Context: an optimization exercise on an open-source flow, tuned for small area. The choices shown serve that exercise and are no tape-out recipe. In this exercise RTL edits were held to simulation tests only and were not proved equivalent to the original. Power is estimated from default activity; no workload was simulated.

## flow/design.v (module list and top-level ports; edited modules follow where they fit)
// module spectrum_peak_finder: 1350 lines
// module spf_fa: 10 lines
// module spf_ao22n: 9 lines
// module spf_ao22: 9 lines
// module spf_cpa: 189 lines
// module spf_pg: 4 lines
// module spf_aoi21: 3 lines
// module spf_oai21: 3 lines
// module spf_nand2: 3 lines
// module spf_nor2: 3 lines
// module spf_or2: 3 lines
// module spf_inv: 3 lines
// module spf_xor2: 3 lines
// module spf_xnor2: 3 lines
// module spf_cmp: 18 lines
// module spf_maj3: 3 lines
// module spf_cmpk: 8 lines
module spectrum_peak_finder (
  input  logic        clk,
  input  logic        rst,
  input  logic [4:0]  curr_nfft,
  input  logic [15:0] s_re,
  input  logic [15:0] s_im,
  input  logic        s_valid,
  input  logic        s_last,
  output logic        s_ready,
  output logic [9:0]  max_index,
  output logic [31:0] max_mag,
  output logic        max_valid,
  output logic        frame_err
);
  // ...
==> flow/flow/run.sh <==
#!/bin/bash
# Own layout flow: the standard layout (standard.sh, which also runs the
# standard synthesis) with these changes:
#  - after synthesis, the synthesis buffers are removed and flow/downsize.tcl swaps each combinational cell to the
#    smallest drive strength of its family (repair steps upsize as needed);
#  - the port buffers that buffer_ports inserts are sky130_fd_sc_hd__buf_1
#    (every input and output port still gets its own buffer);
#  - clock tree synthesis builds the tree from clkbuf_4 without dummy loads.
# Each tool's output goes to a log of its own in this folder (standard_synth.log,
# downsize.log, standard_flow.log); ORFS also keeps per-step logs in orfs/logs/.
set -euo pipefail
export BUFFER_PORTS_ARGS="-buffer_cell sky130_fd_sc_hd__buf_1"
export CTS_ARGS="-sink_clustering_enable -repair_clock_nets -dont_use_dummy_load -buf_list {sky130_fd_sc_hd__clkbuf_2 sky130_fd_sc_hd__clkbuf_4} -sink_clustering_size 8"
bash standard.sh synth > standard_synth.log 2>&1
R=orfs/results/$FLOW_PLATFORM/spectrum_peak_finder/base
cat > downsize_run.tcl <<EOT
read_liberty $FLOW_HOME/platforms/$FLOW_PLATFORM/lib/sky130_fd_sc_hd__tt_025C_1v80.lib
read_db $R/1_synth.odb
remove_buffers
source flow/downsize.tcl
write_db $R/1_synth.odb
EOT
openroad -no_init -exit downsize_run.tcl > downsize.log 2>&1
bash standard.sh > standard_flow.log 2>&1
==> flow/flow/downsize.tcl <==
# Swap every combinational cell of the synthesized netlist to the smallest
# cell of the same function family (same pins); the later repair steps
# upsize again wherever timing, slew or capacitance need it.
set db [ord::get_db]
set block [[$db getChip] getBlock]
set masters [dict create]
foreach lib [$db getLibs] {
  foreach m [$lib getMasters] {
    dict set masters [$m getName] $m
  }
}
set swapped 0
set saved 0
foreach inst [$block getInsts] {
  set m [$inst getMaster]
  set name [$m getName]
  if {![regexp {^(sky130_fd_sc_hd__[a-z0-9]+)_([0-9]+)$} $name -> base drive]} { continue }
  if {[regexp {df|dl|sdf|edf|conb|tap|fill|decap|clk} $base]} { continue }
  set best $m
  set best_area [expr {[$m getWidth] * [$m getHeight]}]
  foreach d {0 1 2 4} {
    set cand "${base}_$d"
    if {![dict exists $masters $cand]} { continue }
    set cm [dict get $masters $cand]
    set a [expr {[$cm getWidth] * [$cm getHeight]}]
    if {$a < $best_area} { set best $cm; set best_area $a }
  }
  if {$best ne $m} {
    set saved [expr {$saved + [$m getWidth] * [$m getHeight] - $best_area}]
    $inst swapMaster $best
    incr swapped
  }
}
puts "downsize: swapped $swapped cells, saved [expr {$saved / 1e6}] um^2"
==> flow/standard.sh <==
#!/bin/bash
# synth_recipe.tcl (not shown) runs the flow's synth.tcl, then flattens the netlist and writes it again
# the make line also repeats each setting of config.mk as NAME=value (left out here)
make -C /OpenROAD-flow-scripts/flow DESIGN_CONFIG=/design/flow/config.mk WORK_HOME=/design/flow/orfs CLKGATE_MAP_FILE= SYNTH_SCRIPT=/design/flow/synth_recipe.tcl "${@:-finish}"
==> flow/config.mk <==
export PLATFORM = sky130hd
export DESIGN_NAME = spectrum_peak_finder
export DESIGN_NICKNAME = spectrum_peak_finder
export VERILOG_FILES = /design/flow/design.v
export SDC_FILE = /design/flow/constraint.sdc
export NUM_CORES = 4
export LEC_CHECK = 0
export CAP_MARGIN = 20
export CORE_MARGIN = 2
export CORE_UTILIZATION = 60
export GPL_TIMING_DRIVEN = 0
export SLEW_MARGIN = 20
export SYNTH_HIERARCHICAL = 1
export SYNTH_MINIMUM_KEEP_SIZE = 0
==> flow/constraint.sdc <==
create_clock -name core_clock -period 7.5 [get_ports {clk}]
set_input_delay 1.5000 -clock core_clock [delete_from_list [all_inputs] [get_ports {clk}]]
set_output_delay 1.5000 -clock core_clock [all_outputs]
set_load 0.01 [all_outputs]
==> flow_summary.ini, run 1 <==
[sta]
tightest_slew_ns = 1.077
hold_slack_ns = 0.4079
finalSetupViolCount = 0
fin_crit_sh_pct = 95.27
setup_slack_ns = 0.3550
final_max_slew_viol_count = 0
hold_viol = 0

[critical_path]
crit_type = in2reg
crit_path_top_delay_cell = clkdlybuf4s15_1
crit_chain = clkdlybuf4s15_1 > inv_1 > fa_1 > fa_1 > or2_1 > fa_1 > fa_1 > fa_1 > fa_1 > a21oi_1 > inv_1 > a21oi_1 > inv_1 > a21oi_1 > o21ai_1 > a21oi_1 > o21ai_1 > a21oi_1 > inv_1 > a21oi_1 > xnor2_1
r2r_end = best_idx[0]

[drt]
wl_per_cell_um = 19.09
met2_wirelength_um = 12190

[placed_design]
preCtsSetupSlack_ns = -0.2064

[cells_and_area]
nFillCells = 1517
fin_nets = 1399
utilization_pct = 65.15

[run]
cap_violations = 0

[synth]
synthCells = 1006

[grt]
grt_pass1_wl_um = 42990

[power]
p_comb_mw = 3.40
top_power_group = combinational logic
p_comb_share_pct = 72.2

[clock_tree]
numCtsBuffers = 17
postCtsSetupBuffers = 0

[die]
nWellTaps = 229

[run_status]
status = no timing/DRC/antenna violations
==> run 2: changes to the inputs <==
--- a/flow/flow/run.sh
+++ b/flow/flow/run.sh
@@ -10,7 +10,7 @@
 # downsize.log, standard_flow.log); ORFS also keeps per-step logs in orfs/logs/.
 set -euo pipefail
 export BUFFER_PORTS_ARGS="-buffer_cell sky130_fd_sc_hd__buf_1"
-export CTS_ARGS="-sink_clustering_enable -repair_clock_nets -dont_use_dummy_load -buf_list {sky130_fd_sc_hd__clkbuf_2 sky130_fd_sc_hd__clkbuf_4} -sink_clustering_size 8"
+export CTS_ARGS="-sink_clustering_enable -repair_clock_nets -dont_use_dummy_load -buf_list sky130_fd_sc_hd__clkbuf_8 -sink_clustering_size 20 -sink_clustering_max_diameter 60"
 bash standard.sh synth > standard_synth.log 2>&1
 R=orfs/results/$FLOW_PLATFORM/spectrum_peak_finder/base
 cat > downsize_run.tcl <<EOT
==> run 2 against run 1 <==
Against the previous run: first-iteration DRC count grew 8.0%; sequential cell count is the same; sequential share of layout area shrank 0.22 points; clock skew shrank 0.022 ns; via count shrank 0.27%; utilization grew 0.60 points; critical path depth is the same; routed wire length grew 0.30%; die area is the same; sequential power is essentially flat; synthesized cell count is the same; maximum frequency grew 1.7%; critical path type unchanged; critical endpoint unchanged.
==> flow_summary.ini, run 2 <==
[cells_and_area]
final_common_cell = nand2_1
largest_registers = best_mag (32), mag_qn (32), max_mag (32)
n_antenna_cell = 0
layout-drive-gt1-share_pct = 2.166
nFillCells = 1500
mostFrequentLayoutCells = nand2_1, fa_1, dfxtp_1, buf_1, inv_1
fin_nets = 1399
syn2layout_area_growth_pct = 7.965

[sta]
hold_slack_ns = 0.4279
max_slew_margin_pct = 30.06
fin_skew_ns = 0.03392
rsz0062_at_grt = no
finalCriticalPeriod_ns = 7.027
fmax_ghz = 0.1423
final_max_slew_viol_count = 0
fin_crit_sh_pct = 93.70
finalSetupViolCount = 0
hold_viol = 0
tightest_slew_ns = 1.049

[drt]
firstDrtPassIters = 7
drt_iter0_drc = 447
vias = 7853
viasPerCell = 5.874
wirelength_um = 25620
drc_errors = 0
ant_nets = 0
wl_per_cell_um = 19.16

[critical_path]
worstPathRequired_ns = 7.85
startpoint_type = input port
max_stage_delay_ns = 0.65
worstPathMaxFanout = 15
r2r-start = best_mag[0]
reg2reg_depth = 25
reg2reg_slack_ns = 0.65
crit_path_top_delay_cell = clkdlybuf4s15_1
crit_arrival_ns = 7.38
crit_type = in2reg
critPathMostFrequentCell = fa_1
crit_chain = clkdlybuf4s15_1 > inv_1 > fa_1 > fa_1 > or2_1 > fa_1 > fa_1 > fa_1 > fa_1 > a21oi_1 > inv_1 > a21oi_1 > inv_1 > a21oi_1 > o21ai_1 > a21oi_2 > o21ai_1 > a21oi_1 > inv_1 > a21oi_1 > xnor2_1
r2r_end = best_idx[0]
worstSetupEndpointType = flip-flop

[clock_tree]
htreeDepth = 4
cts_tree = yes
clk_latency_ns = 0.42
cts_buffer_depth = 2
clkSinkCount = 133
cts_hold_buf = 0
postCtsSetupBuffers = 0
clk_pin_slew_ns = 0.08
clockRootBuffer = clkbuf_8
ctsResizeCount = 0
numCtsBuffers = 17

[grt]
grt_pass1_vias = 8376
grt_max_degree = 17
grt_pass1_wl_um = 42920
antenna_found_initial = 0
overflow = 0
track_usage_pct = 28.21

[run_status]
status = no timing/DRC/antenna violations

[worst_hold_path]
hp-start = mag_qn[0]
hp-class = reg2reg
min_to = best_mag[0]
hold_depth = 1

[die]
core_um2 = 17900
fp-row-count = 49
start_util_pct = 60.90
die_h_um = 138.8
die_area_um2 = 19260
io_pins = 86
die_w_um = 138.8

[synth]
synth_nets = 1295
yosys_warnings = 7
syn_area_um2 = 10900
synthCells = 1006
avgSynthCellArea_um2 = 10.84

[power]
p_leak_nw = 4.273
total_power_mw = 4.841
ir_worst_vdd_mv = 0.3225
powerDensity_nw_per_um2 = 411.3

[placed_design]
place.gp.congestion = 0.8705
dp_hpwl_um = 19390
io_buffers = 84

[run]
cap_violations = 0
==> run 2: per-layer routing <==
layer | vias up | wire (µm) | GRT usage, %
li1 | 3563 | - | -
met1 | 3924 | 11130 | 39.26
met2 | 322 | 12240 | 46.72
met3 | 44 | 1713 | 4.523
met4 | 0 | 533 | 7.868
met5 | - | 0 | 0
==> run 2: worst max path at each step <==
stage	cells after the start	from	to	slack (ns)
5_1_grt	21	s_re[1]	mag_qn[30]	0.1
3_3_place_gp	21	s_im[1]	mag_qn[30]	-0.17
4_1_cts	21	s_im[1]	mag_qn[30]	0.24
2_1_floorplan	20	s_re[1]	mag_qn[30]	1.32
3_5_place_dp	21	s_im[1]	mag_qn[30]	-0.21
6_report	21	s_im[1]	mag_qn[30]	0.47
==> run 2: metrics by stage <==
step,util (%),instance area [µm²],instances,TNS [ns],setup WS (ns)
2_1_floorplan,-,10900,1006,0,1.318
3_3_place_gp,64.26,11500,1319,-0.3467,-0.1684
3_5_place_dp,64.35,11520,1320,-0.4595,-0.2064
4_1_cts,65.66,11750,1337,0,0.2432
5_1_grt,65.75,11770,1337,0,0.09778
6_report,65.75,11770,1337,0,0.4728
==> run 2: power breakdown <==
group	switching (mW)	leakage, nW	internal [mW]
logic	1.89	3.05	1.53
clock network	0.219	0.122	0.199
registers	0.0920	1.10	0.913
==> run 2: final cells by class <==
cell class	instances	area (µm²)	share of cell area (%)
clock buffer	17	234.0	1.988
sequential	133	2803	23.81
tap	229	286.5	2.434
timing repair buffer	85	339.1	2.881
multi-input combinational	818	7901	67.13
inverter	55	206.4	1.754
==> run 2: worst max-delay path, delay by kind of cell <==
| kind | cells | cell delay (ns) |
|---|---|---|
| adder cells (fa/ha/maj) | 6 | 2.51 |
| buffers and inverters | 5 | 1.03 |
| XOR/XNOR | 1 | 0.14 |
| AO/OA/AOI/OAI | 8 | 1.95 |
| AND/OR/NAND/NOR | 1 | 0.24 |
==> run 3: changes to the inputs <==
--- a/flow/flow/run.sh
+++ b/flow/flow/run.sh
@@ -10,7 +10,7 @@
 # downsize.log, standard_flow.log); ORFS also keeps per-step logs in orfs/logs/.
 set -euo pipefail
 export BUFFER_PORTS_ARGS="-buffer_cell sky130_fd_sc_hd__buf_1"
-export CTS_ARGS="-sink_clustering_enable -repair_clock_nets -dont_use_dummy_load -buf_list sky130_fd_sc_hd__clkbuf_8 -sink_clustering_size 20 -sink_clustering_max_diameter 60"
+export CTS_ARGS="-sink_clustering_enable -repair_clock_nets -dont_use_dummy_load -buf_list sky130_fd_sc_hd__clkbuf_4 -sink_clustering_size 10"
 bash standard.sh synth > standard_synth.log 2>&1
 R=orfs/results/$FLOW_PLATFORM/spectrum_peak_finder/base
 cat > downsize_run.tcl <<EOT
==> run 3 against run 2 <==
Against the previous run: synthesized cell count is the same; critical endpoint unchanged; combinational power is essentially flat; design area shrank 0.91%; register-to-register slack lost 0.02 ns; clock skew grew 0.022 ns; final cell count is essentially flat; sequential power is essentially flat; global-route usage is essentially flat; die area is the same; clock power shrank 27%; still clean on timing, DRC and antenna.
==> flow_summary.ini, run 3 <==
[sta]
tightest_slew_ns = 1.077
rsz0062_at_grt = no
final_max_slew_viol_count = 0
fmax_ghz = 0.1400
hold_slack_ns = 0.4079
max_slew_margin_pct = 28.17
finalCriticalPeriod_ns = 7.145
fin_crit_sh_pct = 95.27
fin_skew_ns = 0.05615
finalSetupViolCount = 0
fin_tns_setup_ns = 0
hold_viol = 0
setup_slack_ns = 0.3550

[critical_path]
crit_type = in2reg
worstSetupEndpointType = flip-flop
crit_arrival_ns = 7.59
worstPathRequired_ns = 7.94
crit_path_top_delay_cell = clkdlybuf4s15_1
cp-startpoint = s_im[1]
max_stage_delay_ns = 0.66
crit_chain = clkdlybuf4s15_1 > inv_1 > fa_1 > fa_1 > or2_1 > fa_1 > fa_1 > fa_1 > fa_1 > a21oi_1 > inv_1 > a21oi_1 > inv_1 > a21oi_1 > o21ai_1 > a21oi_1 > o21ai_1 > a21oi_1 > inv_1 > a21oi_1 > xnor2_1
startpoint_type = input port
r2r-start = best_mag[0]
worstPathMaxFanout = 15

[run_status]
status = no timing/DRC/antenna violations

[clock_tree]
clk_latency_ns = 0.50
cts_buffer_depth = 2
clockRootBuffer = clkbuf_4
postCtsSetupBuffers = 0
numCtsBuffers = 17
clkSinkCount = 133
ctsResizeCount = 0
cts_tree = yes
htreeDepth = 4
clk_pin_slew_ns = 0.12
cts_hold_buf = 0

[cells_and_area]
final_cells = 1338
syn2layout_area_growth_pct = 6.978
fin_nets = 1399
multi_input_area_um2 = 7898
nFillCells = 1517
mostFrequentLayoutCells = nand2_1, fa_1, dfxtp_1, buf_1, inv_1
layout-drive-gt1-share_pct = 2.076
final_common_cell = nand2_1
final-seq-area_um2 = 2803
stdcell_area_um2 = 11660
largest_registers = best_mag (32), mag_qn (32), max_mag (32)
utilization_pct = 65.15

[die]
die_w_um = 138.8
core_um2 = 17900
die_h_um = 138.8
start_util_pct = 60.90
die_area_um2 = 19260
io_pins = 86
fp-row-count = 49

[synth]
yosys_warnings = 7
synthCells = 1006
avgSynthCellArea_um2 = 10.84
synth_nets = 1295
syn_area_um2 = 10900

[drt]
wirelength_um = 25540
ant_nets = 0
drc_errors = 0
firstDrtPassIters = 7
drt_iter0_drc = 414
wl_per_cell_um = 19.09
vias = 7874
viasPerCell = 5.885

[run]
cap_violations = 0

[power]
p_leak_nw = 4.229
ir_worst_vdd_mv = 0.3220
powerDensity_nw_per_um2 = 404.3
total_power_mw = 4.715

[grt]
grt_pass1_wl_um = 42990
antenna_found_initial = 1
overflow = 0
grt_pass1_vias = 8389
grt_max_degree = 17
track_usage_pct = 28.23

[worst_hold_path]
hp-start = mag_qn[17]
hp-class = reg2reg

[placed_design]
place.gp.congestion = 0.8705
dp.cells = 1320
preCtsSetupSlack_ns = -0.2064
io_buffers = 84
dp_hpwl_um = 19390
place_area_um2 = 11520
==> run 3: path summary, 6_finish.rpt <==
kind	endpoint	slack [ns]	depth (start not counted)
worst max-delay path	mag_qn[30]	0.35	21
worst min-delay path	best_mag[17]	0.41	1
worst max register to register	best_idx[0]	0.63	25
worst min register to register	best_mag[17]	0.41	1
==> run 3: layout make-up <==
class | count | share of cell area, %
antenna | 1 | 0.02146
clock buffer | 17 | 1.094
inverter | 55 | 1.770
multi-input combinational | 818 | 67.72
sequential | 133 | 24.03
tap | 229 | 2.457
timing repair buffer | 85 | 2.907
==> run 3: power breakdown <==
| part | internal (mW) | switching, mW | leakage, nW | total [mW] |
|---|---|---|---|---|
| clock network | 0.104 | 0.204 | 0.0782 | 0.307 |
| registers | 0.912 | 0.0925 | 1.10 | 1.00 |
| logic | 1.52 | 1.88 | 3.05 | 3.40 |
==> run 3: worst max-delay path, delay by kind of cell <==
family / cells / cell delay, ns
AO/OA/AOI/OAI: 8 / 2.16
AND/OR/NAND/NOR: 1 / 0.24
buffers and inverters: 5 / 1.04
adder cells (fa/ha/maj): 6 / 2.51
XOR/XNOR: 1 / 0.14
==> run 3: layer usage <==
layer  vias to the layer above  GRT usage, %  share of wire [%]  wire (µm)
met5                         -             0                  0          0
met4                         0         7.868                1.9        493
met3                        44         4.489                6.9       1755
met2                       334         46.80                 48      12190
met1                      3931         39.29                 43      11100
li1                       3565             -                  -          -

-- static timing again, ports no longer ideal --
In the flow no input, the clock included, has a driving cell. The finished layouts below were timed again as built, in two steps. Step 1 (the two cells are an assumption about what drives the block):
set clk [get_ports {clk}]
set_driving_cell -lib_cell sky130_fd_sc_hd__clkbuf_16 $clk
set_driving_cell -lib_cell sky130_fd_sc_hd__buf_2 [delete_from_list [all_inputs] $clk]
Step 2, shift: input delay + t, output delay - t, t = (earliest + latest rising clock arrival at the registers) / 2. This alone moves slack from input paths to output paths. a / b / c = no drivers / after step 1 / after step 2; a / b = the first two.
run | shift t [ns] | setup WS [ns] | clock arrival spread, ns | worst data-port slew with drivers (ns)
run 1 | 0.510 | 0.355 / 0.366 / -0.144 | 0.056 / 0.056 | 0.03
run 2 | 0.434 | 0.473 / 0.480 / 0.046 | 0.034 / 0.034 | 0.03
run 3 | 0.510 | 0.355 / 0.366 / -0.144 | 0.056 / 0.056 | 0.03
Met with ideal ports but missed after step 2: setup timing in run 1 and run 3.
